From an optimization exercise on the open Yosys and OpenROAD flow, aimed at small area, a short achievable clock period and few clock cycles per item; shortcuts taken in it are not production practice.
No run shown here included a check of the RTL's function; only the layout flow was run.

[design/flow/flow/run.sh]
#!/bin/bash
# Standard layout (the standard.sh, standard synthesis unchanged), with
# timing repair asked to leave a setup margin so that the layout is pushed
# below the design's clock period. Each step's output goes to its own log.
set -euo pipefail
M=SETUP_SLACK_MARGIN=8.7
for step in synth floorplan place cts finish; do
  bash standard.sh $M $step > log_$step.txt 2>&1
done
[design/flow/standard.sh]
#!/bin/bash
# synth_recipe.tcl (not shown) runs the flow's synth.tcl, then flattens the netlist and writes it again
# the make line also repeats each setting of config.mk as NAME=value (left out here)
make -C /OpenROAD-flow-scripts/flow DESIGN_CONFIG=/design/flow/config.mk WORK_HOME=/design/flow/orfs CLKGATE_MAP_FILE= SYNTH_SCRIPT=/design/flow/synth_recipe.tcl "${@:-finish}"
[design/flow/config.mk]
export PLATFORM = sky130hd
export DESIGN_NAME = qr_cordic_top
export DESIGN_NICKNAME = qr_cordic_top
export VERILOG_FILES = /design/flow/design.v
export SDC_FILE = /design/flow/constraint.sdc
export NUM_CORES = 4
export LEC_CHECK = 0
export CAP_MARGIN = 30
export CORE_MARGIN = 2
export CORE_UTILIZATION = 50
export CTS_CLUSTER_DIAMETER = 60
export CTS_CLUSTER_SIZE = 30
export SLEW_MARGIN = 30
[design/flow/constraint.sdc]
create_clock -name core_clock -period 12.5 [get_ports {clk}]
set_input_delay 2.5000 -clock core_clock [delete_from_list [all_inputs] [get_ports {clk}]]
set_output_delay 2.5000 -clock core_clock [all_outputs]
set_load 0.01 [all_outputs]
[design/flow/design.v]
`timescale 1ns/10ps
module givens_cordic #(
   parameter int data_w = 13
) (
   input  logic                     clk,
   input  logic                     rst_n,
   input  logic signed [data_w-1:0] op_x,
   input  logic signed [data_w-1:0] op_y,
   input  logic                     start,
   input  logic                     mode,      
   input  logic [1:0]               pass,
   input  logic                     nxt_mode,
   input  logic [1:0]               nxt_pass,
   input  logic [2:0]               row,       
   input  logic [1:0]               col,
   output logic                     done,
   output logic [2:0]               wr_row,
   output logic [1:0]               wr_col,
   output logic signed [data_w-1:0] res_x,
   output logic signed [data_w-1:0] res_y
);
   localparam int num_iter  = 8;
   localparam int ext_w     = data_w + 2;
   localparam int num_pass  = 3;
   localparam logic mode_vector = 1'b0;
   logic                    v_q    [1:num_iter];
   logic                    m_q    [1:num_iter];
   logic [1:0]              p_q    [1:num_iter];
   logic [2:0]              r_q    [1:num_iter];
   logic [1:0]              c_q    [1:num_iter];
   logic signed [ext_w-1:0] x_q    [1:num_iter];
   logic signed [ext_w-1:0] y_q    [1:num_iter];
   logic signed [data_w-1:0] x0_q;
   logic signed [data_w-1:0] y0_q;
   always_ff @(posedge clk) begin
      x0_q <= op_x;
      y0_q <= op_y;
   end
   logic [num_iter-1:0]     dir_q  [num_pass];
   logic                    rot_d_q [0:num_iter-1];
   logic                    rot_d_s [0:num_iter-1];
   logic                    vec_d_s [0:num_iter-1];
   logic                    v_s    [0:num_iter];
   logic                    m_s    [0:num_iter];
   logic [1:0]              p_s    [0:num_iter];
   logic [2:0]              r_s    [0:num_iter];
   logic [1:0]              c_s    [0:num_iter];
   logic signed [ext_w-1:0] x_s    [0:num_iter];
   logic signed [ext_w-1:0] y_s    [0:num_iter];
   logic signed [ext_w-1:0] nx_s   [0:num_iter-1];
   logic signed [ext_w-1:0] ny_s   [0:num_iter-1];
   logic                    d_s    [0:num_iter-1];
   always_comb begin
      v_s[0]  = start;
      m_s[0]  = mode;
      p_s[0]  = pass;
      r_s[0]  = row;
      c_s[0]  = col;
      x_s[0]  = ext_w'(x0_q);
      y_s[0]  = ext_w'(y0_q);
      for (int s = 1; s <= num_iter; s++) begin
         v_s[s]  = v_q[s];
         m_s[s]  = m_q[s];
         p_s[s]  = p_q[s];
         r_s[s]  = r_q[s];
         c_s[s]  = c_q[s];
         x_s[s]  = x_q[s];
         y_s[s]  = y_q[s];
      end
      for (int s = 0; s < num_iter; s++) begin
         vec_d_s[s] = (x_s[s][ext_w-1] == y_s[s][ext_w-1]);
         d_s[s]     = (m_s[s] == mode_vector) ? vec_d_s[s] : rot_d_q[s];
         if (d_s[s]) begin
            nx_s[s] = x_s[s] + (y_s[s] >>> s);
            ny_s[s] = y_s[s] - (x_s[s] >>> s);
         end else begin
            nx_s[s] = x_s[s] - (y_s[s] >>> s);
            ny_s[s] = y_s[s] + (x_s[s] >>> s);
         end
      end
   end
   always_ff @(posedge clk or negedge rst_n) begin
      if (!rst_n) begin
         for (int s = 1; s <= num_iter; s++) begin
            v_q[s] <= 1'b0;
         end
      end else begin
         for (int s = 1; s <= num_iter; s++) begin
            v_q[s] <= v_s[s-1];
         end
      end
   end
   always_comb begin
      rot_d_s[0] = (v_s[0] && m_s[0] == mode_vector && p_s[0] == nxt_pass)
                   ? vec_d_s[0] : dir_q[nxt_pass][0];
      for (int s = 1; s < num_iter; s++) begin
         rot_d_s[s] = (v_s[s] && m_s[s] == mode_vector && p_s[s] == p_s[s-1])
                      ? vec_d_s[s] : dir_q[p_s[s-1]][s];
      end
   end
   always_ff @(posedge clk) begin
      for (int s = 0; s < num_iter; s++) begin
         rot_d_q[s] <= rot_d_s[s];
      end
      for (int s = 1; s <= num_iter; s++) begin
         m_q[s]  <= m_s[s-1];
         p_q[s]  <= p_s[s-1];
         r_q[s]  <= r_s[s-1];
         c_q[s]  <= c_s[s-1];
         x_q[s]  <= nx_s[s-1];
         y_q[s]  <= ny_s[s-1];
      end
      for (int s = 0; s < num_iter; s++) begin
         if (v_s[s] && m_s[s] == mode_vector) begin
            dir_q[p_s[s]][s] <= d_s[s];
         end
      end
   end
   logic [data_w+8:0] ext_x;
   logic [data_w+8:0] ext_y;
   logic [data_w+8:0] prod_x;
   logic [data_w+8:0] prod_y;
   assign ext_x  = (data_w+9)'(x_s[num_iter]);
   assign ext_y  = (data_w+9)'(y_s[num_iter]);
   assign prod_x = (ext_x << 8) + (ext_x << 6) - (ext_x << 3) - ext_x;
   assign prod_y = (ext_y << 8) + (ext_y << 6) - (ext_y << 3) - ext_y;
   assign done  = v_s[num_iter];
   assign wr_row = r_s[num_iter];
   assign wr_col = c_s[num_iter];
   assign res_x  = prod_x[data_w+8:9];
   assign res_y  = prod_y[data_w+8:9];
endmodule
`timescale 1ns/10ps
module matrix_store #(
   parameter int data_w = 13
) (
   input  logic                       clk,
   input  logic                       rst_n,
   input  logic                       load_wr,
   input  logic [2:0]                 load_row,
   input  logic [4*data_w-1:0]        in,
   input  logic [2:0]                 rd_row,    
   input  logic [1:0]                 rd_col,
   output logic signed [data_w-1:0]   op_x,
   output logic signed [data_w-1:0]   op_y,
   input  logic                       wr_en,
   input  logic [2:0]                 wr_row,
   input  logic [1:0]                 wr_col,
   input  logic signed [data_w-1:0]   res_x,
   input  logic signed [data_w-1:0]   res_y,
   input  logic                       out_load,
   input  logic [2:0]                 out_row,
   output logic [4*data_w-1:0]        out
);
   localparam int num_rows = 8;
   localparam int num_cols = 4;
   logic signed [data_w-1:0] mat_q [num_rows*num_cols];
   logic [4*data_w-1:0]      out_q;
   logic signed [data_w-1:0] res_even;
   logic signed [data_w-1:0] res_odd;
   logic [2:0]               wr_row_hi;
   assign res_even  = wr_row[0] ? res_x : res_y;
   assign res_odd   = wr_row[0] ? res_y : res_x;
   assign wr_row_hi = wr_row - 3'd1;
   always_ff @(posedge clk) begin
      for (int i = 0; i < num_rows*num_cols; i++) begin
         if (load_wr && i[4:2] == load_row) begin
            mat_q[i] <= in[i[1:0]*data_w +: data_w];
         end else if (wr_en && i[1:0] == wr_col && (i[4:2] == wr_row || i[4:2] == wr_row_hi)) begin
            mat_q[i] <= i[2] ? res_odd : res_even;
         end
      end
   end
   logic [1:0]               rd_even;
   logic [1:0]               rd_odd;
   logic signed [data_w-1:0] even_c [num_cols];
   logic signed [data_w-1:0] odd_c  [num_cols];
   logic signed [data_w-1:0] even_q;
   logic signed [data_w-1:0] odd_q;
   assign rd_even = out_load ? out_row[2:1] : rd_row[2:1];
   assign rd_odd  = out_load ? out_row[2:1]
                  : rd_row[0] ? rd_row[2:1] : rd_row[2:1] - 2'd1;
   always_comb begin
      for (int c = 0; c < num_cols; c++) begin
         even_c[c] = mat_q[{rd_even, 1'b0, c[1:0]}];
         odd_c[c]  = mat_q[{rd_odd, 1'b1, c[1:0]}];
      end
   end
   assign even_q = even_c[rd_col];
   assign odd_q  = odd_c[rd_col];
   assign op_x   = rd_row[0] ? even_q : odd_q;
   assign op_y   = (wr_en && wr_row_hi == rd_row && wr_col == rd_col) ? res_x
                 : rd_row[0] ? odd_q : even_q;
   always_ff @(posedge clk or negedge rst_n) begin
      if (!rst_n) begin
         out_q <= '0;
      end else begin
         for (int c = 0; c < num_cols; c++) begin
            out_q[c*data_w +: data_w] <= !out_load ? '0
                                       : out_row[0] ? odd_c[c] : even_c[c];
         end
         if (out_load && wr_en && wr_col == 2'd3 && wr_row == out_row) begin
            out_q[3*data_w +: data_w] <= res_y;
         end
      end
   end
   assign out = out_q;
endmodule
`timescale 1ns/10ps
module qr_sequencer (
   input  logic       clk,
   input  logic       rst_n,
   input  logic       valid,
   output logic       load_wr,
   output logic [2:0] load_row,
   output logic       start,
   output logic       mode,
   output logic [1:0] pass,
   output logic       nxt_mode,
   output logic [1:0] nxt_pass,
   output logic [2:0] rd_row,
   output logic [1:0] rd_col,
   output logic [2:0] row,
   output logic [1:0] col,
   output logic       out_load,
   output logic [2:0] out_row,
   output logic       out_valid
);
   localparam logic mode_vector = 1'b0;
   localparam logic mode_rotate = 1'b1;
   localparam logic [3:0] last_round = 4'd9;
   localparam logic [3:0] last_phase = 4'd8;
   localparam logic [3:0] out_first  = 4'd6;
   localparam logic [3:0] out_last   = 4'd13;
   localparam logic [3:0] tail_last  = 4'd14;
   logic       loading_q;    
   logic [3:0] beats_q;      
   logic       calc_q;       
   logic [3:0] round_q;      
   logic [3:0] phase_q;      
   logic       tail_q;       
   logic [3:0] tail_cnt_q;
   logic       out_valid_q;
   logic       round_ok;
   logic       issue;
   logic       last_issue;
   logic       load_en;
   assign load_en  = valid && loading_q;
   assign load_wr  = loading_q;
   assign load_row = 3'(4'd7 - beats_q);
   assign round_ok   = (beats_q > round_q) || (beats_q == 4'd8)
                    || (round_q == 4'd1 && beats_q == 4'd1 && load_en);
   assign issue      = calc_q && (phase_q != '0 || round_ok);
   assign last_issue = issue && (round_q == last_round) && (phase_q == last_phase);
   always_ff @(posedge clk or negedge rst_n) begin
      if (!rst_n) begin
         loading_q   <= 1'b1;
         beats_q     <= '0;
         calc_q      <= 1'b0;
         round_q     <= 4'd1;
         phase_q     <= '0;
         tail_q      <= 1'b0;
         tail_cnt_q  <= '0;
         out_valid_q <= 1'b0;
      end else begin
         if (load_en) begin
            beats_q <= beats_q + 4'd1;
            calc_q  <= 1'b1;
            if (beats_q == 4'd7) begin
               loading_q <= 1'b0;
            end
         end
         if (issue) begin
            if (phase_q == last_phase) begin
               phase_q <= '0;
               round_q <= round_q + 4'd1;
            end else begin
               phase_q <= phase_q + 4'd1;
            end
         end
         if (last_issue) begin
            calc_q     <= 1'b0;
            tail_q     <= 1'b1;
            tail_cnt_q <= 4'd1;
         end
         if (tail_q) begin
            tail_cnt_q <= tail_cnt_q + 4'd1;
            if (tail_cnt_q == tail_last) begin
               tail_q    <= 1'b0;
               loading_q <= 1'b1;
               beats_q   <= '0;
               round_q   <= 4'd1;
            end
         end
         out_valid_q <= out_load;
      end
   end
   assign out_load  = tail_q && (tail_cnt_q >= out_first) && (tail_cnt_q <= out_last);
   assign out_row   = 3'(out_last - tail_cnt_q);
   assign out_valid = out_valid_q;
   logic [1:0] c_ph;
   logic [1:0] j_ph;
   always_comb begin
      case (phase_q)
         4'd0:    begin c_ph = 2'd0; j_ph = 2'd0; end
         4'd1:    begin c_ph = 2'd0; j_ph = 2'd1; end
         4'd2:    begin c_ph = 2'd1; j_ph = 2'd1; end
         4'd3:    begin c_ph = 2'd0; j_ph = 2'd2; end
         4'd4:    begin c_ph = 2'd1; j_ph = 2'd2; end
         4'd5:    begin c_ph = 2'd2; j_ph = 2'd2; end
         4'd6:    begin c_ph = 2'd0; j_ph = 2'd3; end
         4'd7:    begin c_ph = 2'd1; j_ph = 2'd3; end
         default: begin c_ph = 2'd2; j_ph = 2'd3; end
      endcase
   end
   logic [3:0] k_op;
   logic [2:0] row_lo;
   assign k_op   = round_q - {2'b00, c_ph, 1'b0};
   assign row_lo = 3'(4'd8 - k_op);
   logic       a_start_q;
   logic       a_mode_q;
   logic [1:0] a_pass_q;
   logic [2:0] a_row_q;
   logic [1:0] a_col_q;
   logic       b_start_q;
   logic       b_mode_q;
   logic [1:0] b_pass_q;
   logic [2:0] b_row_q;
   logic [1:0] b_col_q;
   always_ff @(posedge clk or negedge rst_n) begin
      if (!rst_n) begin
         a_start_q <= 1'b0;
         b_start_q <= 1'b0;
      end else begin
         a_start_q <= issue && (k_op >= 4'd1) && (k_op <= 4'd7 - {2'b00, c_ph});
         b_start_q <= a_start_q;
      end
   end
   always_ff @(posedge clk) begin
      a_mode_q <= (c_ph == j_ph) ? mode_vector : mode_rotate;
      a_pass_q <= c_ph;
      a_row_q  <= row_lo;
      a_col_q  <= j_ph;
      b_mode_q <= a_mode_q;
      b_pass_q <= a_pass_q;
      b_row_q  <= a_row_q;
      b_col_q  <= a_col_q;
   end
   assign rd_row   = a_row_q;
   assign rd_col   = a_col_q;
   assign nxt_mode = a_mode_q;
   assign nxt_pass = a_pass_q;
   assign start    = b_start_q;
   assign mode     = b_mode_q;
   assign pass     = b_pass_q;
   assign row      = b_row_q;
   assign col      = b_col_q;
endmodule
`timescale 1ns/10ps
module qr_cordic_top #(
   parameter int data_w = 13
) (
   input  logic                clk,
   input  logic                rst_n,
   input  logic                valid,
   input  logic [4*data_w-1:0] in,
   output logic                out_valid,
   output logic [4*data_w-1:0] out
);
   logic       load_wr;
   logic [2:0] load_row;
   logic       out_load;
   logic [2:0] out_row;
   logic                     gv_start;
   logic                     gv_mode;
   logic [1:0]               gv_pass;
   logic                     gv_nxt_mode;
   logic [1:0]               gv_nxt_pass;
   logic [2:0]               gv_rd_row;
   logic [1:0]               gv_rd_col;
   logic [2:0]               gv_row;
   logic [1:0]               gv_col;
   logic signed [data_w-1:0] gv_op_x;
   logic signed [data_w-1:0] gv_op_y;
   logic                     gv_done;
   logic [2:0]               gv_wr_row;
   logic [1:0]               gv_wr_col;
   logic signed [data_w-1:0] gv_res_x;
   logic signed [data_w-1:0] gv_res_y;
   qr_sequencer qr_sequencer_i (
      .clk       (clk),
      .rst_n     (rst_n),
      .valid     (valid),
      .load_wr   (load_wr),
      .load_row  (load_row),
      .start     (gv_start),
      .mode      (gv_mode),
      .pass      (gv_pass),
      .nxt_mode  (gv_nxt_mode),
      .nxt_pass  (gv_nxt_pass),
      .rd_row    (gv_rd_row),
      .rd_col    (gv_rd_col),
      .row       (gv_row),
      .col       (gv_col),
      .out_load  (out_load),
      .out_row   (out_row),
      .out_valid (out_valid)
   );
   matrix_store #(.data_w(data_w)) matrix_store_i (
      .clk      (clk),
      .rst_n    (rst_n),
      .load_wr  (load_wr),
      .load_row (load_row),
      .in       (in),
      .rd_row   (gv_rd_row),
      .rd_col   (gv_rd_col),
      .op_x     (gv_op_x),
      .op_y     (gv_op_y),
      .wr_en    (gv_done),
      .wr_row   (gv_wr_row),
      .wr_col   (gv_wr_col),
      .res_x    (gv_res_x),
      .res_y    (gv_res_y),
      .out_load (out_load),
      .out_row  (out_row),
      .out      (out)
   );
   givens_cordic #(.data_w(data_w)) givens_cordic_i (
      .clk     (clk),
      .rst_n   (rst_n),
      .start   (gv_start),
      .mode    (gv_mode),
      .pass    (gv_pass),
      .nxt_mode (gv_nxt_mode),
      .nxt_pass (gv_nxt_pass),
      .row     (gv_row),
      .col     (gv_col),
      .op_x    (gv_op_x),
      .op_y    (gv_op_y),
      .done    (gv_done),
      .wr_row  (gv_wr_row),
      .wr_col  (gv_wr_col),
      .res_x   (gv_res_x),
      .res_y   (gv_res_y)
   );
endmodule
==> metrics list, run 1 <==
* Critical Path Slowest Stage Cell: sky130_fd_sc_hd__fa_1
- Summed over all nets, the half-perimeter wirelength after detailed placement is approximately 120000 um.
* CTS tree: built
- Total clock sinks: just under 900
- Number of buffers inserted for hold repair after clock tree synthesis: 0
* Cells after synthesis: 5245
- DR pass1 iterations: 8
- The synthesized design devotes to its leading area cell type around a quarter of total area.
- The die covers ~100000 um^2.
- In the final routed layout, each cell accounts on average for 26.87 um.
- From synthesis to final layout, the design area changed by 18.72%.
- Summed over all failing endpoints, the final setup total negative slack is 0 ns.
- The flow ran to the end and the layout has no timing, DRC or antenna violations.
* Required time of the worst setup path: about 13 ns
- For this block, wires on met1 add up to between 70000 and 80000 um.
* Worst min-delay path category: flop to flop
- Number of buffers added by the clock tree synthesis step: 79
- Kind of launch point of the worst setup path: flop
- The count of final hold-check violations is 0.
* Core area: between 100000 and 150000 um^2
- Clock latency on the worst-skew pair, taken at its later pin, is 0.71 ns.
* GRT Resource Usage Total: 33.74%
- The worst path uses 33.56% of the clock period.
- Critical path, cell by cell: inv_4 > fa_1 > inv_2 > fa_1 > ha_4 > and3_4 > or4_4 > a211oi_4 > o21ai_2 > xnor2_2 > mux2i_1 > nor2_1 > nor2_1
* Placer congestion estimate: 0.9512
* Routed vias: 42260
- Layout cells sized above 1: 17.12%
- Leading cell types by count after synthesis: 632 x sky130_fd_sc_hd__nor2_1, 440 x sky130_fd_sc_hd__edfxtp_1, 349 x sky130_fd_sc_hd__a21oi_1, 348 x sky130_fd_sc_hd__dfxtp_1, 341 x sky130_fd_sc_hd__ha_1
* Number of max-slew violations in the final report: 0
* Unrepaired setup endpoints after global routing: true
- From bottom edge to top edge, the die measures 324.0 um.
- DRC Markers: 0
- The first global-routing pass estimated between 200000 and 300000 um of wire.
* Max Cap Violations: 0
- Netlist area before placement: slightly above 50000 um^2
- The tree is rooted in a sky130_fd_sc_hd__clkbuf_16.
- Clock transition time at the flip-flop clock pins of the worst setup and hold paths: 0.09 ns
- In this run, the number of DRC markers left after iteration 0 of detailed routing was 4479.
- After layout, the worst setup slack is 8.305 ns.
- Number of storage elements in the synthesis netlist: 870
- H-tree level count: 3
- Post-synthesis area per instance: 9.763 um^2
* Critical-path maximum fanout: 4
- For the pin with the worst max-slew slack, the measured transition is 1.124 ns.
- Distinct cell type count after synthesis: 88
* Overflow left after global routing: 0
- Setup Slack @ Placement: 6.896 ns
- Longest individual stage delay on the worst path: 0.55 ns
* Die W: 324.0 um
- Antenna-violating nets left: 0
- Per-cell via count in the routed design: 6.215
* Number of I/O pins: about 110
* Standard-cell row count: between 100 and 150
- By instance count, the leading cell after synthesis is sky130_fd_sc_hd__nor2_1.
- Count of input and output buffers: 107
- Buffers and inverters on the worst path: 2
* Number of antenna violations at the first check in global routing: 8
- The number of nets handed over by synthesis was 5705.
* Vias in the first global route: just under 40000
- Data arrives at the worst endpoint at ~4.6 ns.
* Critical path class: flop to flop
- Clock Tree Buf Depth: 3
- Met2 routed wirelength: 76750 um
* Category of the worst setup path capture point: flop
* Cell type with the highest aggregate area in the netlist: sky130_fd_sc_hd__edfxtp_1
- Routed signal wires occupy layers up through met5.
- FFs w/ async S/R, synth: 9.425%
- The most used flip-flop cell after synthesis is sky130_fd_sc_hd__edfxtp_1.
- Largest clock skew in the final design: 0.05623 ns
- Grouping stages by cell kind, the critical path spends the most delay in adder cells.
- Number of setup violations in the final report: 0
* Min Clock Period, post-route: between 4 and 5 ns
- Initial Util: between 50% and 60%
- Sum of met3 wire segment lengths after detailed routing: 21790 um
- Yosys Warn Count: 26
* Number of nets in the finished design: 5819
- Of the synthesized area, sequential elements account for 43.42%.
- Fmax: 0.2384 GHz
- Wires add up to between 150000 and 200000 um.
* Synth top area cells: sky130_fd_sc_hd__edfxtp_1 26%, sky130_fd_sc_hd__dfxtp_1 14%, sky130_fd_sc_hd__ha_1 8.3%
- Worst slew slack as a fraction of its limit: 24.89%
- Counting flops with a built-in enable in the synthesized netlist gives 440.
- Largest net degree at the start of global routing: 73
[per-layer routing]
metal | GRT usage [%] | vias to the layer above
met2 | 49.91 | 2364
met3 | 9.752 | 560
li1 | - | 19050
met4 | 20.13 | 6
met5 | 0 | -
met1 | 43.82 | 20280
[cell families after synthesis]
| kind of cell | Yosys count | share of synthesized area, % |
|---|---|---|
| AOI/OAI and AO/OA | 1347 | 17.35 |
| xor gates and xnor gates | 398 | 6.808 |
| adders and majority gates | 405 | 10.83 |
| buffers and inverters | 558 | 4.266 |
| DFF | 870 | 43.42 |
| muxes | 226 | 4.848 |
| and+or+nand+nor | 1441 | 12.48 |
[metrics by stage]
step	instance area (um^2)	hold slack, ns	utilization (%)	cells
after floorplan	51310	0.3096	-	5245
after global placement	53860	0.3111	52.94	6499
after detailed placement	54210	0.3121	53.29	6512
after CTS	59250	0.3151	58.24	6746
after global routing	60780	0.3081	59.74	6794
final	60790	0.3202	59.75	6799
[final cells by class]
| class | count | area (um^2) |
|---|---|---|
| fill | 8626 | 40950 |
| multi-input combinational | 3819 | 29180 |
| sequential | 870 | 22350 |
| timing repair buffer | 312 | 3510 |
| clock buffer | 86 | 2056 |
| tap | 1368 | 1712 |
| inverter | 275 | 1107 |
| clock inverter | 62 | 852.1 |
| antenna | 5 | 12.51 |
| timing repair inverter | 2 | 10.01 |
[path summary, 6_finish.rpt]
kind	start	to	slack (ns)	depth (start not counted)
min in group asynchronous	rst_n	qr_sequencer_i.tail_cnt_q[3]	1.74	1
max reg2reg	givens_cordic_i.x_q[8][0]	matrix_store_i.mat_q[31][7]	8.31	13
max	givens_cordic_i.x_q[8][0]	matrix_store_i.mat_q[31][7]	8.31	13
max in group asynchronous	rst_n	matrix_store_i.out_q[43]	9.59	2
min	givens_cordic_i.c_q[1][1]	givens_cordic_i.c_q[2][1]	0.32	0
min reg2reg	givens_cordic_i.c_q[1][1]	givens_cordic_i.c_q[2][1]	0.32	0
[repair_timing]
action | CTS | global route
setup buffers | 74 | 35
pin swaps | 106 | 144
resized for setup | 618 | 243
gates cloned | 12 | 5
setup endpoints to repair | 566 | 488
[cells in the final DEF (no fill, tap or decap), types with 85 or more instances in the layout]
cell,n
sky130_fd_sc_hd__a21oi_1,313
sky130_fd_sc_hd__buf_4,117
sky130_fd_sc_hd__clkbuf_16,85
sky130_fd_sc_hd__dfxtp_1,313
sky130_fd_sc_hd__edfxtp_1,440
sky130_fd_sc_hd__ha_1,321
sky130_fd_sc_hd__inv_1,241
sky130_fd_sc_hd__mux2i_1,115
sky130_fd_sc_hd__nand2_1,310
sky130_fd_sc_hd__nor2_1,578
sky130_fd_sc_hd__nor3_1,138
sky130_fd_sc_hd__o21a_1,147
sky130_fd_sc_hd__o21ai_0,202
sky130_fd_sc_hd__xnor2_1,222
sky130_fd_sc_hd__xor2_1,153
[state kept, by name, summed over array words and instances, names as in the netlist, 4 cells and up]
register,count
givens_cordic_i.x0_q,13
givens_cordic_i.x_q,118
matrix_store_i.mat_q,416
matrix_store_i.out_q,52
givens_cordic_i.rot_d_q,8
givens_cordic_i.dir_q,24
givens_cordic_i.m_q,7
qr_sequencer_i.phase_q,4
givens_cordic_i.r_q,24
givens_cordic_i.v_q,8
givens_cordic_i.y_q,119
givens_cordic_i.y0_q,13
qr_sequencer_i.round_q,4
givens_cordic_i.c_q,16
qr_sequencer_i.tail_cnt_q,4
givens_cordic_i.p_q,14
qr_sequencer_i.beats_q,4
==> run 2: changes to the inputs <==
--- a/design/flow/design.v
+++ b/design/flow/design.v
@@ -39,5 +39,5 @@
    logic [num_iter-1:0]     dir_q  [num_pass];
-   logic                    rot_d_q [0:num_iter-1];
+   logic                    d_q     [0:num_iter-1];
+   logic                    d_nxt   [0:num_iter-1];
    logic                    rot_d_s [0:num_iter-1];
-   logic                    vec_d_s [0:num_iter-1];
    logic                    v_s    [0:num_iter];
@@ -70,4 +70,3 @@
       for (int s = 0; s < num_iter; s++) begin
-         vec_d_s[s] = (x_s[s][ext_w-1] == y_s[s][ext_w-1]);
-         d_s[s]     = (m_s[s] == mode_vector) ? vec_d_s[s] : rot_d_q[s];
+         d_s[s] = d_q[s];
          if (d_s[s]) begin
@@ -94,6 +93,10 @@
       rot_d_s[0] = (v_s[0] && m_s[0] == mode_vector && p_s[0] == nxt_pass)
-                   ? vec_d_s[0] : dir_q[nxt_pass][0];
+                   ? d_q[0] : dir_q[nxt_pass][0];
+      d_nxt[0]   = (nxt_mode == mode_vector) ? (op_x[data_w-1] == op_y[data_w-1])
+                                             : rot_d_s[0];
       for (int s = 1; s < num_iter; s++) begin
          rot_d_s[s] = (v_s[s] && m_s[s] == mode_vector && p_s[s] == p_s[s-1])
-                      ? vec_d_s[s] : dir_q[p_s[s-1]][s];
+                      ? d_q[s] : dir_q[p_s[s-1]][s];
+         d_nxt[s]   = (m_s[s-1] == mode_vector)
+                      ? (nx_s[s-1][ext_w-1] == ny_s[s-1][ext_w-1]) : rot_d_s[s];
       end
@@ -102,3 +105,3 @@
       for (int s = 0; s < num_iter; s++) begin
-         rot_d_q[s] <= rot_d_s[s];
+         d_q[s] <= d_nxt[s];
       end
==> design/flow/flow/run.sh (replaced) <==
#!/bin/bash
# Standard layout (the standard.sh, standard synthesis unchanged) with two
# changes to how it is made: timing repair is asked to leave a setup margin,
# so that the layout is pushed below the design's clock period, and the
# buffer on every input and output port is a plain buffer rather than the
# delay cell the resizer picks by default. Each step's output goes to its own
# log file here.
set -euo pipefail
ARGS=("SETUP_SLACK_MARGIN=8.8" "BUFFER_PORTS_ARGS=-buffer_cell sky130_fd_sc_hd__buf_4")
for step in synth floorplan place cts finish; do
  bash standard.sh "${ARGS[@]}" $step > log_$step.txt 2>&1
done
--- a/design/flow/config.mk
+++ b/design/flow/config.mk
@@ -9,5 +9,3 @@
 export CORE_MARGIN = 2
-export CORE_UTILIZATION = 50
-export CTS_CLUSTER_DIAMETER = 60
-export CTS_CLUSTER_SIZE = 30
+export CORE_UTILIZATION = 30
 export SLEW_MARGIN = 30
==> metrics list, run 2 <==
- Fmax: 0.2445 GHz
- Number of I/O pins: approximately 110
- The core region is 171200 um^2.
* Start point of the critical path: givens_cordic_i.y_q[8][7]
- Max-cap violations in this run came to 0.
- Clock Tree Buf Depth: 3
- Count of input and output buffers: 107
* Worst min-delay path category: flop to flop
- Across all layers, the routed design uses 41500 vias.
- In the routed layout, each cell is associated on average with a via count of 5.357.
- The finished layout holds just under 8000 standard cells, fillers aside.
* Reg-to-reg critical path endpoint: matrix_store_i.mat_q[30][11]
- The floorplan step set the die width to 418.5 um.
- FFs w/ async S/R, synth: 9.425%
- In the global route stage, met3 resource usage came out at 3.180%.
* Largest net degree at the start of global routing: 69
* Longest individual stage delay on the worst path: a little over 0.5 ns
* Hold path start: givens_cordic_i.c_q[7][0]
- Most frequent standard cell in the layout excluding fill and tap cells: sky130_fd_sc_hd__nor2_1
* Seq/Total Area, Yosys: 43.30%
- The number of hold buffers added after CTS was 0.
- STA puts the critical path data arrival time at roughly 4.7 ns.
- On the critical path, the stage with the largest delay is an instance of sky130_fd_sc_hd__fa_1.
- Cells after synthesis: 5298
* Kind of launch point of the worst setup path: flop
- Largest registers: matrix_store_i.mat_q (416), givens_cordic_i.y_q (119), givens_cordic_i.x_q (118)
* Placer congestion estimate: 0.8765
- The top cell types in the final layout, fill and taps aside, are 568 x sky130_fd_sc_hd__nor2_1, 481 x sky130_fd_sc_hd__nand2_1, 448 x sky130_fd_sc_hd__edfxtp_1.
* Number of setup violations in the final report: 0
* Leading cell types by count after synthesis: 613 x sky130_fd_sc_hd__nor2_1, 496 x sky130_fd_sc_hd__nand2_1, 448 x sky130_fd_sc_hd__edfxtp_1, 340 x sky130_fd_sc_hd__dfxtp_1, 339 x sky130_fd_sc_hd__ha_1
* First-iteration detailed-routing DRC count: 4193
* Top register by number of flip-flops: matrix_store_i.mat_q
- Of the cells placed in the final design, the portion with a size suffix greater than 1 is 19.97%.
* Number of max-slew violations in the final report: 0
- The floorplan step set the die height to approximately 420 um.
* Global-route layer with the greatest usage: met2
- Area added between synthesis and finish: 21.76%
- The first detailed-routing pass ran for 6 iterations.
* Cell type with the highest aggregate area in the netlist: sky130_fd_sc_hd__edfxtp_1
* Number of storage elements in the synthesis netlist: between 800 and 900
* Antenna-violating nets left: 0
- Clock latency on the worst-skew pair, taken at its later pin, is 0.76 ns.
* Grt met2 use: between 30% and 40%
* Total clock sinks: a little under 900
* Number of enable flip-flop cells after synthesis: ~450
- At the worst endpoint, the required time is between 10 and 15 ns.
- Post-route fraction of the period consumed by the critical path: 32.71%
- Yosys instantiated no cell more often than sky130_fd_sc_hd__nor2_1.
- Worst setup path endpoint: matrix_store_i.mat_q[30][11]
- Across the routed clock network, the largest skew measured is approximately 0.068 ns.
* Final Routed Wirelength: about 170000 um
- Synth top area cells: sky130_fd_sc_hd__edfxtp_1 26%, sky130_fd_sc_hd__dfxtp_1 13%, sky130_fd_sc_hd__ha_1 8.2%
- After clock tree synthesis, the clock-pin slew on the worst setup and hold paths is 0.06 ns.
* GRT Resource Usage Total: between 10% and 20%
* H-tree level count: 3
- Depth of the worst register-to-register path: 18
- The netlist uses 80 different library cells.
- Summed over all nets, the half-perimeter wirelength after detailed placement is 112500 um.
* Routed len/inst: 22.07 um
- At the pin with the least slew margin, the transition time is 1.136 ns.
* Worst slew slack as a fraction of its limit: 24.01%
* Number of buffers added by the clock tree synthesis step: 90
- R2R Path Start: givens_cordic_i.y_q[8][7]
- M1 GR Usage: 23.79%
- After the last flow step, the layout net total stands at a little under 6000.
* Leading register cell type out of synthesis: sky130_fd_sc_hd__edfxtp_1
* Post-synthesis area per instance: 9.727 um^2
* Number of antenna violations at the first check in global routing: 12
* CTS tree: built
- Unrepaired setup endpoints after global routing: true
- Vias in the first global route: 40120
* Critical path class: flop to flop
- Wire length of the first global-routing pass: 250600 um
- Hold violation total from the final report: 0
- The routed design could run at a clock period as short as 4.089 ns.
* Cell count after placement: 7436
- Critical-path maximum fanout: 8
- The register with the most flip-flops in the layout has ~420 of them.
- Synth Net Count: around 5800
- The run finished with no timing, DRC or antenna violations.
* Yosys Warn Count: 26
* Initial Util: between 30% and 40%
- In this run the clock root is driven by a sky130_fd_sc_hd__clkbuf_16.
- Top cell type's share of synthesized area: a little over a quarter
- The cell area that synthesis handed to floorplanning was 51530 um^2.
* Standard-cell row count: 152
- Fin Setup TNS: 0 ns
* DRC Markers: 0
- Category of the worst setup path capture point: flop
* Critical path, cell by cell: inv_4 > fa_1 > fa_1 > inv_2 > ha_4 > a21o_1 > a21o_1 > a21o_1 > a21o_1 > buf_6 > a21oi_4 > mux2i_2 > o311ai_4 > buf_6 > buf_6 > mux2i_4 > buf_6 > mux2_4
- Overflow left after global routing: 0
* Area enclosed by the die boundary: between 150000 and 200000 um^2
[run 2: cell types whose count changed after synthesis, sizes merged, moves of 61 or more]
cell and delta:
and2 +90, nand2 +158, a21oi -97, a211oi +104, a221oi -61, o21a -79
o21ai -78, a31oi +91
[run 2: layout make-up]
cell class / instances / area [um^2]
clock inverter: 35 / 425.4
timing repair buffer: 305 / 3312
antenna: 5 / 12.51
clock buffer: 133 / 2723
tap: 2233 / 2794
fill: 16850 / 108400
multi-input combinational: 3889 / 30040
inverter: 277 / 1044
sequential: 870 / 22400
[run 2: worst min-delay path by stage]
| stage | endpoint | slack (ns) | cells after the start |
|---|---|---|---|
| 3_5_place_dp | givens_cordic_i.r_q[2][1] | 0.31 | 0 |
| 5_1_grt | givens_cordic_i.c_q[1][1] | 0.33 | 0 |
| 3_3_place_gp | givens_cordic_i.r_q[7][0] | 0.31 | 0 |
| 4_1_cts | givens_cordic_i.r_q[2][2] | 0.33 | 0 |
| 6_report | givens_cordic_i.c_q[8][0] | 0.32 | 0 |
| 2_1_floorplan | givens_cordic_i.c_q[1][0] | 0.31 | 0 |
[run 2: logic make-up (layout without fill, tap and decap cells)]
kind of cell | after synthesis | after routing | synth area share (%)
XOR/XNOR | 373 | 373 | 6.366
flip-flops | 870 | 870 | 43.30
AND/OR/NAND/NOR | 1735 | 1735 | 15.22
other | 0 | 5 | 0
buffers and inverters | 544 | 750 | 4.006
adder cells (fa/ha/maj) | 403 | 403 | 10.72
AO/OA/AOI/OAI | 1075 | 1076 | 13.52
multiplexers | 298 | 302 | 6.873
[run 2: layer usage]
layer  vias to the layer above  share of wire (%)  wire length (um)
li1                      19130                  -                 -
met1                     20140                 40             68170
met2                      1807                 46             78200
met3                       423                8.2             13940
met4                         6                6.2             10650
met5                         -              0.025                43
[run 2: worst max-delay path: cells and delay by family, from the launching register on]
family,cells,cell delay (ns)
flops,1,0.37
mux,3,0.66
compound gates,6,1.03
buf+inv,6,0.68
fa+ha+maj,3,1.20
[run 2: repair_timing]
item | 4_1_cts | 5_1_grt
resized for setup | 356 | 313
endpoints found under the setup margin | 565 | 645
pin swaps | 64 | 103
gates cloned | 13 | 6
setup buffers | 83 | 33
[run 2: per-stage QoR]
stage	util, %	setup WS [ns]	cell area, um^2	hold slack (ns)
finish	36.66	8.411	62750	0.3218
global route	36.66	8.328	62750	0.3327
CTS	35.64	8.518	61000	0.3251
detailed placement	32.28	7.213	55260	0.3121
global placement	32.18	7.283	55080	0.3102
floorplan	-	8.686	51770	0.3096
==> run 3: changes to the inputs <==
--- a/design/flow/design.v
+++ b/design/flow/design.v
@@ -161,7 +161,27 @@
    logic [4*data_w-1:0]      out_q;
+   logic                     rq_en_q;
+   logic [2:0]               rq_row_q;
+   logic [1:0]               rq_col_q;
+   logic signed [data_w-1:0] rq_x_q;
+   logic signed [data_w-1:0] rq_y_q;
+   always_ff @(posedge clk or negedge rst_n) begin
+      if (!rst_n) begin
+         rq_en_q <= 1'b0;
+      end else begin
+         rq_en_q <= wr_en;
+      end
+   end
+   always_ff @(posedge clk) begin
+      rq_row_q <= wr_row;
+      rq_col_q <= wr_col;
+      rq_x_q   <= res_x;
+      rq_y_q   <= res_y;
+   end
    logic signed [data_w-1:0] res_even;
    logic signed [data_w-1:0] res_odd;
+   logic [2:0]               rq_row_hi;
    logic [2:0]               wr_row_hi;
-   assign res_even  = wr_row[0] ? res_x : res_y;
-   assign res_odd   = wr_row[0] ? res_y : res_x;
+   assign res_even  = rq_row_q[0] ? rq_x_q : rq_y_q;
+   assign res_odd   = rq_row_q[0] ? rq_y_q : rq_x_q;
+   assign rq_row_hi = rq_row_q - 3'd1;
    assign wr_row_hi = wr_row - 3'd1;
@@ -171,3 +191,3 @@
             mat_q[i] <= in[i[1:0]*data_w +: data_w];
-         end else if (wr_en && i[1:0] == wr_col && (i[4:2] == wr_row || i[4:2] == wr_row_hi)) begin
+         end else if (rq_en_q && i[1:0] == rq_col_q && (i[4:2] == rq_row_q || i[4:2] == rq_row_hi)) begin
             mat_q[i] <= i[2] ? res_odd : res_even;
@@ -193,4 +213,8 @@
    assign odd_q  = odd_c[rd_col];
-   assign op_x   = rd_row[0] ? even_q : odd_q;
+   logic [2:0] rd_row_hi;
+   assign rd_row_hi = rd_row - 3'd1;
+   assign op_x   = (rq_en_q && rq_row_q == rd_row_hi && rq_col_q == rd_col) ? rq_y_q
+                 : rd_row[0] ? even_q : odd_q;
    assign op_y   = (wr_en && wr_row_hi == rd_row && wr_col == rd_col) ? res_x
+                 : (rq_en_q && rq_row_hi == rd_row && rq_col_q == rd_col) ? rq_x_q
                  : rd_row[0] ? odd_q : even_q;
@@ -207,2 +231,5 @@
          end
+         if (out_load && rq_en_q && rq_col_q == 2'd3 && rq_row_hi == out_row) begin
+            out_q[3*data_w +: data_w] <= rq_x_q;
+         end
       end
==> metrics list, run 3 <==
- Worst slew slack as a fraction of its limit: a little under a quarter
* First-iteration detailed-routing DRC count: 3477
- GRT Resource Usage Total: around 18%
- Cell family contributing the most delay on the critical path: flip-flops
- Min Clock Period, post-route: just under 4 ns
- The initial utilization of the core area, before any placement, comes to 30.27%.
* Layout cells sized above 1: 14.48%
- Critical path class: flop to output port
- At the pin with the least slew margin, the transition time is approximately 1.1 ns.
- In the routed design, unresolved DRC markers number 0.
* Number of I/O pins: approximately 110
* Largest clock skew in the final design: 0.07710 ns
- After layout, the worst setup slack is ~8.6 ns.
- Netlist area before placement: 51350 um^2
- Run status: complete, no violations
* Reg-to-reg critical path endpoint: givens_cordic_i.d_q[0]
- In the synthesized netlist, the cells that appear most often are 493 x sky130_fd_sc_hd__nand2_1, 448 x sky130_fd_sc_hd__edfxtp_1, 434 x sky130_fd_sc_hd__o21a_1, 371 x sky130_fd_sc_hd__dfxtp_1, 340 x sky130_fd_sc_hd__ha_1.
- TritonCTS created 93 clock buffers.
- TritonCTS built the clock tree.
- Area added between synthesis and finish: 18.07%
- Critical Path Slowest Stage Cell: sky130_fd_sc_hd__dfrtp_2
- Top register by number of flip-flops: matrix_store_i.mat_q
- The first TritonRoute pass finished after 6 iterations.
- Number of logic stages on the critical path including buffering: 1
* Depth of the worst register-to-register path: 16
- Of all nets on the critical path, the largest fanout is 1.
- Most frequent standard cell in the layout excluding fill and tap cells: sky130_fd_sc_hd__nand2_1
- The via count of the first global-routing pass is roughly 38000.
* Critical path, cell by cell: buf_6
- Commonest non-fill, non-tap cells in the layout: 488 x sky130_fd_sc_hd__nand2_1, 448 x sky130_fd_sc_hd__edfxtp_1, 434 x sky130_fd_sc_hd__o21a_1
- Register area: 23040 um^2
* Cell type with the highest aggregate area in the netlist: sky130_fd_sc_hd__edfxtp_1
- The synthesized netlist contains 80 unique library cells.
* Synth top area cells: sky130_fd_sc_hd__edfxtp_1 26%, sky130_fd_sc_hd__dfxtp_1 14%, sky130_fd_sc_hd__ha_1 8.3%
- STA classifies the critical path endpoint as an output port.
- Global routing finished with a remaining overflow of 0.
- Max reg flops: 416
- Per-cell via count in the routed design: 5.240
- After synthesis, flip-flops and latches occupy 44.71% of the total area.
* Number of cells on the worst hold path: 0
- The worst register-to-register path begins at qr_sequencer_i.tail_cnt_q[0].
- Number of nets in the finished design: roughly 5600
- The routed design has approximately 160000 um of wire.
* Placer congestion estimate: 0.9176
* Standard-cell row count: about 150
- Leading register cell type out of synthesis: sky130_fd_sc_hd__edfxtp_1
- Buffers inserted to repair hold after CTS numbered 0.
- Kind of launch point of the worst setup path: flop
- Dividing the final minimum period by the clock period gives 31.21%.
* Fmax: 0.2563 GHz
* Post-synthesis area per instance: 10.17 um^2
* Clock Tree Buf Depth: 3
- Top cell type's share of synthesized area: a little over a quarter
* CP arrival: 1.40 ns
- Buffers and inverters on the worst path: 1
- In this run the standard cell core region covers 169700 um^2.
- Prior to clock tree synthesis, the placed netlist has a worst setup slack of 6.707 ns.
- Counting every net in the synthesized netlist gives 5509.
* Routed vias: 38940
* Number of storage elements in the synthesis netlist: 902
* Most numerous cell in the Yosys netlist: sky130_fd_sc_hd__nand2_1
- Number of max-slew violations in the final report: 0
* Fin Setup TNS: 0 ns
- Total non-filler cell area in the finished layout: 60630 um^2
- Endpoint with the worst hold slack: givens_cordic_i.r_q[7][0]
* Die W: 417.7 um
- Yosys Warn Count: 26
- On the worst path, the slowest cell contributes a delay of around 0.48 ns.
- Cells after synthesis: 5050
- The worst hold path begins at givens_cordic_i.r_q[6][0].
- For this design, the sink count on the clock tree is roughly 900.
- Wire length of the first global-routing pass: ~240000 um
* Number of enable flip-flop cells after synthesis: between 400 and 500
- The count of final hold-check violations is 0.
- Fill cells in the final layout number 16810.
* Number of antenna violations at the first check in global routing: 12
- Routed len/inst: 22.09 um
- From bottom edge to top edge, the die measures between 400 and 500 um.
- The floorplan step defined a die boundary enclosing 174500 um^2.
- Required time of the worst setup path: 10.00 ns
* Multi-input combinational cell area: 27750 um^2
- In this run the remaining antenna-violating nets after routing total 0.
- Buffers placed on the I/O ports in this run total between 100 and 150.
- Largest net degree at the start of global routing: 70
- Source-to-sink clock delay at the later pin of the worst-skew pair: 0.76 ns
- Clock transition time at the flip-flop clock pins of the worst setup and hold paths: 0.07 ns
* Unrepaired setup endpoints after global routing: true
* Post-Place Cell Area: roughly 55000 um^2
* H-tree level count: 3
* Max Cap Violations: 0
- Clock root buffer: sky130_fd_sc_hd__clkbuf_16
* Final HPWL from detailed placement: 112400 um
- Setup violations remaining at the end of the flow were counted as 0.
- FFs w/ async S/R, synth: under 10%
* Worst min-delay path category: flop to flop
- The largest registers in the layout are matrix_store_i.mat_q (416), givens_cordic_i.y_q (119), givens_cordic_i.x_q (118).
-- run 3: routing by layer --
layer  global-route usage (%)  wire length [um]  vias up
met4                    10.98             10350        4
met1                    22.10             65190    18900
li1                         -                 -    18190
met2                    29.94             76940     1422
met3                    3.808             11660      426
met5                        0                34        -
-- run 3: repair_timing --
item                                    4_1_cts  5_1_grt
endpoints found under the setup margin      159       98
pin swaps                                    22       51
buffers inserted                             52       26
gates cloned                                 10        3
gates resized for setup                     200      164
-- run 3: area by class of cell --
| cell class | count | share of cell area [%] |
|---|---|---|
| clock inverters | 53 | 1.005 |
| multi-input cells | 3593 | 45.77 |
| flip-flops and latches | 902 | 38.01 |
| inverters | 289 | 1.839 |
| clock buffers | 121 | 4.163 |
| diodes | 6 | 0.02476 |
| repair inverters | 2 | 0.02889 |
| repair buffers | 247 | 4.584 |
| well taps | 2218 | 4.577 |
-- run 3: cell families after synthesis --
family	count (synthesis)	share of synthesized area [%]
AND/OR/NAND/NOR	1271	11.43
multiplexers	202	4.705
AO/OA/AOI/OAI	1315	17.44
flip-flops	902	44.71
adder cells (fa/ha/maj)	404	10.78
buffers and inverters	558	4.145
XOR/XNOR	398	6.788
-- run 3: worst max path at each step --
stage | start | endpoint | slack (ns)
after floorplan | matrix_store_i.rq_row_q[0] | givens_cordic_i.d_q[0] | 8.76
after global placement | qr_sequencer_i.tail_cnt_q[0] | givens_cordic_i.d_q[0] | 6.66
after detailed placement | qr_sequencer_i.tail_cnt_q[0] | givens_cordic_i.d_q[0] | 6.71
after CTS | matrix_store_i.out_q[1] | out[1] | 8.54
after global routing | qr_sequencer_i.tail_cnt_q[0] | givens_cordic_i.d_q[0] | 8.55
final | matrix_store_i.out_q[1] | out[1] | 8.60
-- run 3: per-stage QoR --
stage               std cells  utilization (%)  hold slack, ns
floorplan                5050                -          0.3096
global placement         7140            32.18          0.3105
detailed placement       7154            32.40          0.3121
CTS                      7390            35.08          0.3268
global route             7429            35.73          0.3301
finish                   7431            35.74          0.3229
==> run 4: changes to the inputs <==
--- a/design/flow/flow/run.sh
+++ b/design/flow/flow/run.sh
@@ -8,3 +8,3 @@
 set -euo pipefail
-ARGS=("SETUP_SLACK_MARGIN=8.8" "BUFFER_PORTS_ARGS=-buffer_cell sky130_fd_sc_hd__buf_4")
+ARGS=("SETUP_SLACK_MARGIN=8.6" "BUFFER_PORTS_ARGS=-buffer_cell sky130_fd_sc_hd__buf_4")
 for step in synth floorplan place cts finish; do
==> metrics list, run 4 <==
- The path class of the tightest hold or removal check is flop to flop.
* Placer congestion estimate: 0.8935
- met2 is the most crowded layer.
- Worst slew slack as a fraction of its limit: 27.98%
* Leading cell types by count after synthesis: 493 x sky130_fd_sc_hd__nand2_1, 448 x sky130_fd_sc_hd__edfxtp_1, 434 x sky130_fd_sc_hd__o21a_1, 371 x sky130_fd_sc_hd__dfxtp_1, 340 x sky130_fd_sc_hd__ha_1
- In this run the tool buffered the top-level ports with 107 buffer cells.
* Category of the worst setup path capture point: output port
- Post-route fraction of the period consumed by the critical path: a little under a third
* Final core area utilization: 34.90%
* Routed vias: between 30000 and 40000
* Run status: complete, no violations
* Critical Path Slowest Stage Cell: sky130_fd_sc_hd__dfrtp_2
* Grt met2 use: 29.06%
* Routed len/inst: around 22 um
- Most numerous cell in the Yosys netlist: sky130_fd_sc_hd__nand2_1
- For the worst setup path, the data required time is ~10 ns.
- Synth top area cells: sky130_fd_sc_hd__edfxtp_1 26%, sky130_fd_sc_hd__dfxtp_1 14%, sky130_fd_sc_hd__ha_1 8.3%
- Hold violation total from the final report: 0
- The floorplan step defined a die boundary enclosing 174500 um^2.
- At the pin with the least slew margin, the transition time is 1.076 ns.
- M1 GR Usage: a little under a quarter
- Top cell type's share of synthesized area: around a quarter
- For this run the aggregate overflow at the end of global routing stands at 0.
* Number of nets in the finished design: 5555
- Global routing consumed, on the met3 layer, between 4 and 5% of the routing resources.
* Wire length of the first global-routing pass: 239000 um
- In this run the worst path has a maximum fanout of 1.
* DR pass1 iterations: 6
- Antenna-violating nets left: 0
* CTS tree: built
- The wire-length estimate of the detail-placed layout is between 100000 and 150000 um.
- Final Routed Wirelength: around 160000 um
- Number of I/O pins: 108
- After layout, the minimum clock period comes to 3.875 ns.
- Initial Util: a little under a third
- Largest net degree at the start of global routing: 72
- Largest clock skew in the final design: 0.05390 ns
- Static timing analysis puts the maximum clock frequency at 0.2580 GHz.
- The biggest area contributor in the post-synthesis netlist is sky130_fd_sc_hd__edfxtp_1.
- Commonest non-fill, non-tap cells in the layout: 488 x sky130_fd_sc_hd__nand2_1, 448 x sky130_fd_sc_hd__edfxtp_1, 434 x sky130_fd_sc_hd__o21a_1
- Max Cap Violations: 0
- Leading register cell type out of synthesis: sky130_fd_sc_hd__edfxtp_1
- FFs w/ async S/R, synth: 9.202%
- Largest registers: matrix_store_i.mat_q (416), givens_cordic_i.y_q (119), givens_cordic_i.x_q (118)
- In this run, post-CTS hold repair placed 0 buffers.
- Unrepaired setup endpoints after global routing: true
- GRT Resource Usage Total: a little under a fifth
- Vias in the first global route: 37750
* Min Hold Slack: 0.3209 ns
- The count of pins over their slew limit is 0.
* Buffers and inverters on the worst path: 1
- Summing the sequential cell areas from Yosys gives 44.71% of the chip area.
- The register with the most flip-flops in the layout has roughly 420 of them.
- For the worst setup path, the data arrival time is around 1.4 ns.
* Number of enable flip-flop cells after synthesis: 448
* Critical path, cell by cell: buf_6
- The floorplan step set the die width to 417.7 um.
- Compared with the post-synthesis result, the final layout area differs by 15.32%.
- First-iteration detailed-routing DRC count: 3226
* Distinct cell type count after synthesis: 80
- CTS built an H-tree with a depth of 3.
- DRC Markers: 0
- Per-cell via count in the routed design: 5.197
- Buffers inserted during clock tree synthesis total 92.
* Top register by number of flip-flops: matrix_store_i.mat_q
* Total clock sinks: 902
- In this run the vertical extent of the chip is 417.7 um.
- Leaving out fill and tap cells, the most frequent cell in the layout is sky130_fd_sc_hd__nand2_1.
- Clock transition time at the flip-flop clock pins of the worst setup and hold paths: 0.06 ns
* Synth Net Count: 5509
- Number of antenna violations at the first check in global routing: 16
- Netlist area before placement: 51350 um^2
- Cells after synthesis: 5050
- Number of setup violations in the final report: 0
- Number of filler instances in the final layout: 16940
* Fin Setup TNS: 0 ns
- On the worst path, the slowest cell contributes a delay of 0.50 ns.
- Layout cells sized above 1: 11.88%
- After synthesis, the mean cell area works out to 10.17 um^2.
- After synthesis the netlist holds a flip-flop and latch count of roughly 900.
- Yosys Warn Count: 26
- STA classifies the critical path startpoint as a flop.
* Critical path class: flop to output port
- Clock Tree Buf Depth: 3
- Source-to-sink clock delay at the later pin of the worst-skew pair: 0.72 ns
* Core area: about 170000 um^2
* Cell family contributing the most delay on the critical path: flip-flops
- Standard-cell row count: 151
* Clock root buffer: sky130_fd_sc_hd__clkbuf_16
run 4: final timing paths:
path | start | to | slack (ns) | cells past startpoint
worst max-delay path | matrix_store_i.out_q[24] | out[24] | 8.62 | 1
worst min-delay path | givens_cordic_i.c_q[6][1] | givens_cordic_i.c_q[7][1] | 0.32 | 0
worst max register to register | givens_cordic_i.x_q[8][12] | givens_cordic_i.d_q[0] | 8.68 | 13
worst min register to register | givens_cordic_i.c_q[6][1] | givens_cordic_i.c_q[7][1] | 0.32 | 0
max in group asynchronous | rst_n | qr_sequencer_i.tail_cnt_q[0] | 9.29 | 2
min in group asynchronous | rst_n | matrix_store_i.out_q[5] | 1.85 | 1
run 4: area by class of cell:
| class | instances | area, um^2 | share of cell area [%] |
|---|---|---|---|
| Antenna cell | 4 | 10.01 | 0.01690 |
| Inverter | 289 | 1094 | 1.847 |
| Multi-Input combinational cell | 3593 | 27030 | 45.65 |
| Clock inverter | 43 | 467.9 | 0.7903 |
| Clock buffer | 130 | 2673 | 4.513 |
| Tap cell | 2218 | 2775 | 4.687 |
| Timing Repair Buffer | 218 | 2157 | 3.643 |
| Sequential cell | 902 | 23010 | 38.86 |
run 4: kinds of logic (layout without fill, tap and decap cells):
family | after synthesis | in the layout | synth area share, %
AO/OA/AOI/OAI | 1315 | 1316 | 17.44
XOR/XNOR | 398 | 398 | 6.788
adder cells (fa/ha/maj) | 404 | 404 | 10.78
buffers and inverters | 558 | 680 | 4.145
flip-flops | 902 | 902 | 44.71
multiplexers | 202 | 204 | 4.705
other | 0 | 4 | 0
AND/OR/NAND/NOR | 1271 | 1271 | 11.43
run 4: layer usage:
metal  vias up  part of all wire [%]  wire length [um]
li1      18100                     -                 -
met1     18580                    42             66290
met2      1397                    46             72950
met3       339                   8.1             12900
met4        22                   4.6              7423
met5         -                 0.075               120
run 4: what timing repair did:
| item | CTS | global route |
|---|---|---|
| setup endpoints to repair | 103 | 46 |
| gates resized for setup | 68 | 82 |
| setup buffers | 25 | 18 |
| pin swaps | 5 | 22 |
| cloned | 6 | 2 |
run 4: per-stage QoR:
step	setup WS (ns)	std cells	cell area, um^2
6_report	8.625	7397	59210
4_1_cts	8.493	7371	58670
2_1_floorplan	8.601	5050	51370
3_5_place_dp	7.253	7167	54930
3_3_place_gp	7.350	7153	54560
5_1_grt	8.454	7396	59210
==> run 5: changes to the inputs <==
--- a/design/flow/design.v
+++ b/design/flow/design.v
@@ -6,2 +6,3 @@
    input  logic                     rst_n,
+   input  logic                     flush,
    input  logic signed [data_w-1:0] op_x,
@@ -87,3 +88,3 @@
          for (int s = 1; s <= num_iter; s++) begin
-            v_q[s] <= v_s[s-1];
+            v_q[s] <= v_s[s-1] && !flush;
          end
@@ -141,2 +142,3 @@
    input  logic                       rst_n,
+   input  logic                       flush,
    input  logic                       load_wr,
@@ -170,3 +172,3 @@
       end else begin
-         rq_en_q <= wr_en;
+         rq_en_q <= wr_en && !flush;
       end
@@ -187,8 +189,15 @@
    assign wr_row_hi = wr_row - 3'd1;
+   logic signed [data_w-1:0] bus_even [num_cols];
+   logic signed [data_w-1:0] bus_odd  [num_cols];
+   always_comb begin
+      for (int c = 0; c < num_cols; c++) begin
+         bus_even[c] = load_wr ? in[c*data_w +: data_w] : res_even;
+         bus_odd[c]  = load_wr ? in[c*data_w +: data_w] : res_odd;
+      end
+   end
    always_ff @(posedge clk) begin
       for (int i = 0; i < num_rows*num_cols; i++) begin
-         if (load_wr && i[4:2] == load_row) begin
-            mat_q[i] <= in[i[1:0]*data_w +: data_w];
-         end else if (rq_en_q && i[1:0] == rq_col_q && (i[4:2] == rq_row_q || i[4:2] == rq_row_hi)) begin
-            mat_q[i] <= i[2] ? res_odd : res_even;
+         if ((load_wr && i[4:2] == load_row)
+             || (rq_en_q && i[1:0] == rq_col_q && (i[4:2] == rq_row_q || i[4:2] == rq_row_hi))) begin
+            mat_q[i] <= i[2] ? bus_odd[i[1:0]] : bus_even[i[1:0]];
          end
@@ -218,3 +227,2 @@
    assign op_y   = (wr_en && wr_row_hi == rd_row && wr_col == rd_col) ? res_x
-                 : (rq_en_q && rq_row_hi == rd_row && rq_col_q == rd_col) ? rq_x_q
                  : rd_row[0] ? odd_q : even_q;
@@ -256,3 +264,4 @@
    output logic [2:0] out_row,
-   output logic       out_valid
+   output logic       out_valid,
+   output logic       flush
 );
@@ -273,2 +282,5 @@
    logic       out_valid_q;
+   logic       early_q;      
+   logic       late_q;       
+   logic       abort_q;
    logic       round_ok;
@@ -280,4 +292,5 @@
    assign load_row = 3'(4'd7 - beats_q);
-   assign round_ok   = (beats_q > round_q) || (beats_q == 4'd8)
-                    || (round_q == 4'd1 && beats_q == 4'd1 && load_en);
+   assign round_ok   = (beats_q == 4'd8)
+                    || (!late_q && ((beats_q > round_q)
+                                    || (round_q == 4'd1 && beats_q == 4'd1 && load_en)));
    assign issue      = calc_q && (phase_q != '0 || round_ok);
@@ -294,3 +307,10 @@
          out_valid_q <= 1'b0;
+         early_q     <= 1'b0;
+         late_q      <= 1'b0;
+         abort_q     <= 1'b0;
       end else begin
+         if (issue && loading_q) begin
+            early_q <= 1'b1;
+         end
+         abort_q <= early_q && loading_q && !valid;
          if (load_en) begin
@@ -302,3 +322,8 @@
          end
-         if (issue) begin
+         if (abort_q) begin
+            phase_q <= '0;
+            round_q <= 4'd1;
+            early_q <= 1'b0;
+            late_q  <= 1'b1;
+         end else if (issue) begin
             if (phase_q == last_phase) begin
@@ -322,2 +347,3 @@
                round_q   <= 4'd1;
+               late_q    <= 1'b0;
             end
@@ -330,2 +356,3 @@
    assign out_valid = out_valid_q;
+   assign flush     = abort_q;
    logic [1:0] c_ph;
@@ -364,4 +391,4 @@
       end else begin
-         a_start_q <= issue && (k_op >= 4'd1) && (k_op <= 4'd7 - {2'b00, c_ph});
-         b_start_q <= a_start_q;
+         a_start_q <= !abort_q && issue && (k_op >= 4'd1) && (k_op <= 4'd7 - {2'b00, c_ph});
+         b_start_q <= !abort_q && a_start_q;
       end
@@ -400,2 +427,3 @@
    logic       load_wr;
+   logic       flush;
    logic [2:0] load_row;
@@ -436,3 +464,4 @@
       .out_row   (out_row),
-      .out_valid (out_valid)
+      .out_valid (out_valid),
+      .flush     (flush)
    );
@@ -441,2 +470,3 @@
       .rst_n    (rst_n),
+      .flush    (flush),
       .load_wr  (load_wr),
@@ -460,2 +490,3 @@
       .rst_n   (rst_n),
+      .flush   (flush),
       .start   (gv_start),
==> metrics list, run 5 <==
- For this run, asynchronously set or reset flops after synthesis account for a little under a tenth.
- Clock transition time at the flip-flop clock pins of the worst setup and hold paths: 0.07 ns
- The count of final hold-check violations is 0.
- After synthesis the cells add up to 48210 um^2.
- DRC Markers: 0
- Number of setup violations in the final report: 0
- TritonCTS built the clock tree.
- DR pass1 iterations: 6
* Number of filler instances in the final layout: 15810
* Cell type with the highest aggregate area in the netlist: sky130_fd_sc_hd__edfxtp_1
- Worst-Margin Slew: approximately 1.1 ns
* Synth Net Count: between 5000 and 6000
- Final Routed Wirelength: 138500 um
- After the last flow step, the layout net total stands at between 5000 and 6000.
- The count of pins over their slew limit came to 0.
* Fin Setup TNS: 0 ns
* Total clock sinks: between 900 and 1000
- GRT Resource Usage Total: between 10% and 20%
- Critical-path maximum fanout: 13
* Synth top area cells: sky130_fd_sc_hd__edfxtp_1 28%, sky130_fd_sc_hd__dfxtp_1 15%, sky130_fd_sc_hd__ha_1 8.9%
- Leading cell types by count after synthesis: 448 x sky130_fd_sc_hd__edfxtp_1, 421 x sky130_fd_sc_hd__nor2_1, 371 x sky130_fd_sc_hd__dfxtp_1, 343 x sky130_fd_sc_hd__ha_1, 339 x sky130_fd_sc_hd__nand2_1
- Kind of launch point of the worst setup path: flop
- The number of different library cells used by synthesis comes to 76.
- Area enclosed by the die boundary: 163900 um^2
- Measured along the x axis, the die boundary spans 404.9 um.
- Fmax: around 0.26 GHz
* Initial Util: 30.13%
* Routed len/inst: 20.10 um
* Clock root buffer: sky130_fd_sc_hd__clkbuf_16
- The register with the most flip-flops in the layout has 416 of them.
* Largest net degree at the start of global routing: 97
* Max Cap Violations: 0
- By instance count, the leading cell after synthesis is sky130_fd_sc_hd__edfxtp_1.
- The worst pin sits at a relative slew slack of approximately 27%.
* Multi-input combinational cell area: 24290 um^2
- Final HPWL from detailed placement: 98930 um
* First-iteration detailed-routing DRC count: 2939
* Placer congestion estimate: 0.9294
- From bottom edge to top edge, the die measures between 400 and 500 um.
- The clock arrives with 0.07152 ns of skew.
* Top register by number of flip-flops: matrix_store_i.mat_q
- Category of the worst setup path capture point: flop
- Critical path, cell by cell: clkinvlp_4 > ha_1 > nand4bb_4 > o311ai_4 > buf_12 > inv_6 > mux2_8 > mux2i_1 > mux2i_1 > mux4_2 > mux2_2 > mux2_4 > xor2_2 > o21ai_1
- Number of enable flip-flop cells after synthesis: 448
* Standard-cell row count: 147
- Buffers and inverters on the worst path: 3
- The first global-routing pass estimated 204800 um of wire.
- Longest individual stage delay on the worst path: 0.58 ns
- The cell count after synthesis came out at 4610.
* Post-synthesis area per instance: approximately 10 um^2
- The initial antenna violation count came to 6.
- Number of storage elements in the synthesis netlist: slightly above 900
- CP arrival: between 4 and 5 ns
* Critical Path Slowest Stage Cell: sky130_fd_sc_hd__mux4_2
* Clock Tree Buf Depth: 3
- Layout cells sized above 1: 11.83%
* Antenna-violating nets left: 0
- The cell family contributing the most delay on the critical path is multiplexers.
- The largest registers in the layout are matrix_store_i.mat_q (416), givens_cordic_i.y_q (119), givens_cordic_i.x_q (118).
- Per-cell via count in the routed design: 5.043
- For this run, the share of the core covered by cells in the final layout is 34.95%.
- The share of synthesized area in the top cell type comes to 27.90%.
- Post-route fraction of the period consumed by the critical path: 31.15%
- Min Clock Period, post-route: 3.894 ns
- Commonest non-fill, non-tap cells in the layout: 448 x sky130_fd_sc_hd__edfxtp_1, 421 x sky130_fd_sc_hd__nor2_1, 352 x sky130_fd_sc_hd__dfxtp_1
* Run status: complete, no violations
- For this run, the number of Yosys warnings is 28.
[run 5: layer usage]
| metal | GRT usage (%) | vias to the layer above | wire [um] |
|---|---|---|---|
| met5 | 0 | - | 13 |
| met4 | 6.271 | 2 | 5315 |
| met3 | 4.133 | 269 | 12050 |
| met2 | 25.66 | 1208 | 61520 |
| met1 | 21.84 | 16760 | 59570 |
| li1 | - | 16500 | - |
[run 5: final timing paths]
path / cells after the start / start / slack [ns] / endpoint
hold reg to reg: 0 / givens_cordic_i.r_q[6][0] / 0.32 / givens_cordic_i.r_q[7][0]
min in group asynchronous: 1 / rst_n / 1.77 / matrix_store_i.out_q[35]
max in group asynchronous: 2 / rst_n / 9.45 / matrix_store_i.out_q[40]
setup / recovery: 14 / qr_sequencer_i.tail_cnt_q[1] / 8.61 / givens_cordic_i.d_q[0]
hold / removal: 0 / givens_cordic_i.r_q[6][0] / 0.32 / givens_cordic_i.r_q[7][0]
setup reg to reg: 14 / qr_sequencer_i.tail_cnt_q[1] / 8.61 / givens_cordic_i.d_q[0]
[run 5: area by class of cell]
type | instances | share of cell area [%]
Antenna cell | 1 | 0.004475
Clock buffer | 116 | 4.408
Clock inverter | 54 | 1.143
Inverter | 297 | 2.023
Multi-Input combinational cell | 3237 | 43.43
Sequential cell | 905 | 41.28
Tap cell | 2086 | 4.667
Timing Repair Buffer | 193 | 3.043
[run 5: cells by family (layout without fill, tap and decap cells)]
kind of cell	count (synthesis)	count (layout)	synth area share (%)
other	0	1	0
AO/OA/AOI/OAI	917	918	12.12
XOR/XNOR	402	402	7.303
adder cells (fa/ha/maj)	407	407	11.56
buffers and inverters	473	660	3.711
multiplexers	187	191	4.653
flip-flops	905	905	47.78
AND/OR/NAND/NOR	1319	1319	12.87
[run 5: stage by stage]
stage                     setup slack, ns  cells  area (um^2)  hold WS, ns
after global placement              7.312   6656        51340       0.3109
after global routing                8.502   6888        55920       0.3326
after CTS                           8.440   6854        55240       0.3250
final                               8.606   6889        55920       0.3235
after detailed placement            7.182   6656        51490       0.3121
after floorplan                     8.605   4610        48240       0.3096
[run 5: worst reg2reg max path, stage by stage, from the launching register on]
cell and delay, ns:
sky130_fd_sc_hd__dfrtp_2 0.46, sky130_fd_sc_hd__clkinvlp_4 0.15, sky130_fd_sc_hd__ha_1 0.21, sky130_fd_sc_hd__nand4bb_4 0.24, sky130_fd_sc_hd__o311ai_4 0.13, sky130_fd_sc_hd__buf_12 0.20, sky130_fd_sc_hd__inv_6 0.09, sky130_fd_sc_hd__mux2_8 0.42
sky130_fd_sc_hd__mux2i_1 0.19, sky130_fd_sc_hd__mux2i_1 0.12, sky130_fd_sc_hd__mux4_2 0.58, sky130_fd_sc_hd__mux2_2 0.30, sky130_fd_sc_hd__mux2_4 0.28, sky130_fd_sc_hd__xor2_2 0.14, sky130_fd_sc_hd__o21ai_1 0.08
[run 5: repair_timing]
action,CTS,global route
resized for setup,70,95
buffers inserted,21,30
endpoints found under the setup margin,102,57
hold buffers,0,0
cloned,7,4
pin swaps,8,18

==> what the ideal ports hide <==
The results above use ideal ports. As a check the final layouts listed here were re-extracted and re-timed, cells and wires unchanged. Step 1: set_driving_cell puts a clkbuf_16 on clk and a buf_2 on each other input, an assumption about the parent block. Step 2 adds t to the input delays and takes it off the output delays; t is the mean of the earliest and latest rising clock arrival at the registers after step 1. Input paths then give back, and output paths get back, about the clock's delay inside the block. Three values: ideal, step 1, step 2; two values: the first two.
run	t, ns	slack for setup (ns)	worst setup path at the end	latest minus earliest clock arrival (ns)	pins driven straight from the clock port
run 1	0.760	8.305 / 8.305 / 8.007	input to register	0.056 / 0.056	1
run 2	0.800	8.411 / 8.411 / 8.223	input to register	0.071 / 0.070	1
run 3	0.794	8.599 / 8.522 / 8.500	input to register	0.089 / 0.089	1
run 4	0.773	8.625 / 8.542 / 8.497	input to register	0.054 / 0.054	1
run 5	0.761	8.606 / 8.550 / 8.148	input to register	0.078 / 0.078	1
After both steps setup and hold are still met in every run listed. The setup slack of run 5, which loses most, moves by -0.056 ns with the drivers and by -0.458 ns with both steps.
